Background: an optimization exercise with open tools, aiming at small area, a short achievable clock period and few clock cycles per item. Do not read the settings as production practice.
In this exercise RTL edits were held to simulation tests only and were not proved equivalent to the original.
The clock port is modelled as an ideal driver; clocking choices that lean on that would not hold on a real chip.

==> module sw_top, before the edit <==
module sw_top (
    input  logic                clk,
    input  logic                rst,
    input  logic                i_sym_valid,
    input  sw_pkg::base_t       i_sym,
    input  logic                i_res_credit,
    output logic                o_sym_credit,
    output logic                o_res_valid,
    output sw_pkg::score_t      o_res_score,
    output logic [3-1:0]   o_res_row,
    output logic [4-1:0]   o_res_col
);
    localparam int NQ = 8;
    localparam int NR = 16;
    localparam int ND = NQ + NR - 1;     
    logic       in_v;
    logic [1:0] in_b;
    logic       is_ref;                  
    logic [2:0] qi;                      
    logic [4:0] d;                       
    logic       step;
    logic       drain;
    always_ff @(posedge clk) begin
        in_v <= i_sym_valid;
        in_b <= i_sym;
    end
    assign drain = (d >= 5'(NR)) && (d != 5'(ND));
    assign step  = (in_v && is_ref) || drain;
    always_ff @(posedge clk or posedge rst) begin
        if (rst) begin
            is_ref <= 1'b0;
            qi     <= '0;
            d      <= '0;
        end else begin
            if (in_v && !is_ref) qi <= qi + 1'b1;
            if (in_v && !is_ref && qi == 3'(NQ - 1)) is_ref <= 1'b1;
            if (in_v && is_ref && d == 5'(NR - 1))   is_ref <= 1'b0;
            if (step)               d <= d + 1'b1;
            else if (d == 5'(ND))   d <= '0;
        end
    end
    function automatic int hw(input int row);
        int mx;
        mx = 2 * (row + 1);
        hw = $clog2(mx + 1);
    endfunction
    logic [1:0] base_c [NQ+1];
    logic [4:0] h_c    [NQ+1];           
    logic [NQ-1:0] valid;
    assign base_c[0] = in_b;
    assign h_c[0]    = '0;
    for (genvar i = 0; i < NQ; i++) begin : g_pe
        localparam int W  = hw(i);
        localparam int WU = (i == 0) ? 1 : hw(i - 1);
        logic [W-1:0] h;
        assign valid[i] = (d >= 5'(i)) && (d <= 5'(i + NR - 1));
        sw_pe #(.ROW(i), .W(W), .WU(WU)) u_pe (
            .clk      (clk),
            .rst      (rst),
            .i_step   (step),
            .i_valid  (valid[i]),
            .i_q_we   (in_v && !is_ref && (qi == 3'(i))),
            .i_q_base (in_b),
            .i_base   (base_c[i]),
            .i_h_up   (h_c[i][WU-1:0]),
            .o_base   (base_c[i+1]),
            .o_h      (h)
        );
        assign h_c[i+1] = 5'(h);
    end
    logic       first;               
    logic       done;                
    logic [3:0] dl;                  
    logic [4:0] run_s;
    logic [2:0] run_r;
    logic [3:0] run_c;
    logic [4:0] b_s;
    logic [2:0] b_r;
    logic [3:0] b_c;
    function automatic logic gt5(input logic [4:0] a, input logic [4:0] b);
        logic g;
        g = 1'b0;
        for (int k = 0; k < 5; k++) g = (a[k] & ~b[k]) | ((a[k] | ~b[k]) & g);
        gt5 = g;
    endfunction
    assign first = (d == 5'd1);
    assign done  = (d == 5'(ND));
    assign dl    = 4'(d - 1'b1);
    always_comb begin
        logic [4:0]    s0;
        logic [NQ-1:0] c1;               
        logic [NQ-1:0] c2;               
        logic [NQ-1:0] sel;
        logic [2:0]    r;
        s0 = first ? 5'd0 : run_s;
        for (int i = 0; i < NQ; i++) begin
            c1[i] = gt5(h_c[i+1], s0);
            c2[i] = c1[i] && (h_c[i+1][0] == s0[0]);
        end
        sel = (c2 != '0) ? c2 : c1;
        r = '0;
        for (int i = NQ - 1; i >= 0; i--) begin
            if (sel[i]) r = 3'(i);
        end
        if (first) begin
            b_s = '0;
            b_r = '0;
            b_c = '0;
        end else begin
            b_s = run_s;
            b_r = run_r;
            b_c = run_c;
        end
        if (c1 != '0) begin
            b_s = s0 + ((c2 != '0) ? 5'd2 : 5'd1);
            b_r = r;
            b_c = dl - 4'(r);
        end
    end
    always_ff @(posedge clk) begin
        run_s <= b_s;
        run_r <= b_r;
        run_c <= b_c;
    end
    logic       rv;
    logic [3:0] spare;
    logic       rc_in;                   
    always_ff @(posedge clk) begin
        rc_in <= i_res_credit;
    end
    always_ff @(posedge clk) begin
        rv <= done;
    end
    assign o_res_valid = rv;
    assign o_res_score = sw_pkg::score_t'({3'b000, run_s});
    assign o_res_row   = run_r;
    assign o_res_col   = run_c;
    logic [2:0] owed;                    
    logic [2:0] avail;
    logic       allow;                   
    logic       give;
    logic       osc;
    assign avail = owed + {2'b0, in_v};
    assign allow = is_ref && (d == 5'(NQ + NR - 5 - NQ) + {2'b0, owed});
    assign give  = (avail != '0) && (!allow || (spare != '0));
    always_ff @(posedge clk or posedge rst) begin
        if (rst) begin
            owed  <= '0;
            osc   <= 1'b0;
            spare <= '0;
        end else begin
            owed  <= avail - {2'b0, give};
            osc   <= give;
            spare <= spare + {3'b0, rc_in} - {3'b0, give && allow};
        end
    end
    assign o_sym_credit = osc;
endmodule
Settings: LEC_CHECK=0, ABC_AREA=1, CAP_MARGIN=20, CORE_MARGIN=2, CORE_UTILIZATION=60, SLEW_MARGIN=20; clock period 22.0 ns.
standard.sh (not shown) runs the stock make flow with config.mk's settings and CLKGATE_MAP_FILE= SYNTH_SCRIPT=/design/flow/synth_recipe.tcl, a recipe that flattens the netlist after the stock synthesis.
==> flow/flow/run.sh <==
#!/bin/bash
# Standard ORFS layout with four changes: the port buffers are buf_2 instead
# of the default delay-cell buffer; clock tree synthesis uses a clkbuf_16 root
# and clkbuf_4 leaves and no dummy loads; after it, flow/post_cts.tcl gives
# clkbuf_8 to the leaves whose flip-flop clock pins see a slew above 90 ps;
# timing repair aims for 17 ns of setup slack, that is a 5 ns clock.
set -o pipefail
bash standard.sh \
  'BUFFER_PORTS_ARGS=-buffer_cell sky130_fd_sc_hd__buf_2' \
  'CTS_ARGS=-sink_clustering_enable -repair_clock_nets -dont_use_dummy_load -root_buf sky130_fd_sc_hd__clkbuf_16 -buf_list sky130_fd_sc_hd__clkbuf_4' \
  "POST_CTS_TCL=$PWD/flow/post_cts.tcl" \
  SETUP_SLACK_MARGIN=17.0 \
  finish > standard.log 2>&1
==> flow/flow/post_cts.tcl <==
# After CTS with small leaf buffers: give clkbuf_8 to every clock buffer
# whose flip-flop clock pins see a slew above 90 ps, then re-legalize.
set_propagated_clock [all_clocks]
estimate_parasitics -placement
set upsized 0
foreach inst [get_cells -quiet -filter "ref_name == sky130_fd_sc_hd__clkbuf_4"] {
  set name [get_full_name $inst]
  set worst 0
  set net [get_nets -of_objects [get_pins $name/X]]
  foreach pin [get_pins -of_objects $net -filter "direction == input"] {
    foreach e {rise fall} {
      set s [get_property $pin slew_max_$e]
      if {$s ne "" && $s > $worst} { set worst $s }
    }
  }
  if {$worst > 0.090} {
    replace_cell $inst sky130_fd_sc_hd__clkbuf_8
    incr upsized
  }
}
puts "post_cts: upsized $upsized clock buffers"
detailed_placement
estimate_parasitics -placement
Testbench counts at the start, summed over its fixed seeds: cycles 9,296, jobs 384.
Change:
--- a/flow/design.v
+++ b/flow/design.v
@@ -204,12 +204,8 @@
         run_c <= b_c;
     end
     logic       rv;
     logic [3:0] spare;
-    logic       rc_in;                   
-    always_ff @(posedge clk) begin
-        rc_in <= i_res_credit;
-    end
     always_ff @(posedge clk) begin
         rv <= done;
     end
     assign o_res_valid = rv;
@@ -231,9 +227,9 @@
             spare <= '0;
         end else begin
             owed  <= avail - {2'b0, give};
             osc   <= give;
-            spare <= spare + {3'b0, rc_in} - {3'b0, give && allow};
+            spare <= spare + {3'b0, i_res_credit} - {3'b0, give && allow};
         end
     end
     assign o_sym_credit = osc;
 endmodule
=> Final cell count goes down by about 1.3%. Non-clock buffer count rises by 1. Utilization is about the same. Clock skew is lower by 0.0040 ns. Worst setup slack gets worse by 0.030 ns. Hold slack improved by 0.0047 ns. Clock-buffer cell count stays the same.
Testbench counts after the change, summed over its fixed seeds: cycles 9,296, jobs 384.

port drivers added, routing unchanged:
The flow's constraints put no driver on any port. The routed layouts listed below were extracted and timed again, unchanged, in two steps. Step 1 (the two cells are an assumption about what drives the block):
set clk [get_ports {clk}]
set_driving_cell -lib_cell sky130_fd_sc_hd__clkbuf_16 $clk
set_driving_cell -lib_cell sky130_fd_sc_hd__buf_2 [delete_from_list [all_inputs] $clk]
Step 2 moves the port delays by t, midway between the first and last clock arrival at a register: inputs arrive t later, outputs are due t later. That takes back most of the time a late clock gives input paths. a / b / c = ideal / step 1 / step 2; a / b = the first two.
| run | t (ns) | slack for setup (ns) | worst register clock-pin slew, ns | worst data-port slew with drivers (ns) | pins driven straight from the clock port |
|---|---|---|---|---|---|
| the first run | 0.384 | 16.760 / 16.719 / 17.022 | 0.09 / 0.09 | 0.03 | 1 |
| the second run | 0.389 | 16.730 / 16.688 / 16.697 | 0.09 / 0.09 | 0.03 | 1 |
After both steps setup and hold are still met in every run listed. The setup slack of the second run, which loses most, moves by -0.042 ns with the drivers and by -0.033 ns with both steps. The worst setup slack also covers recovery checks on asynchronous resets.
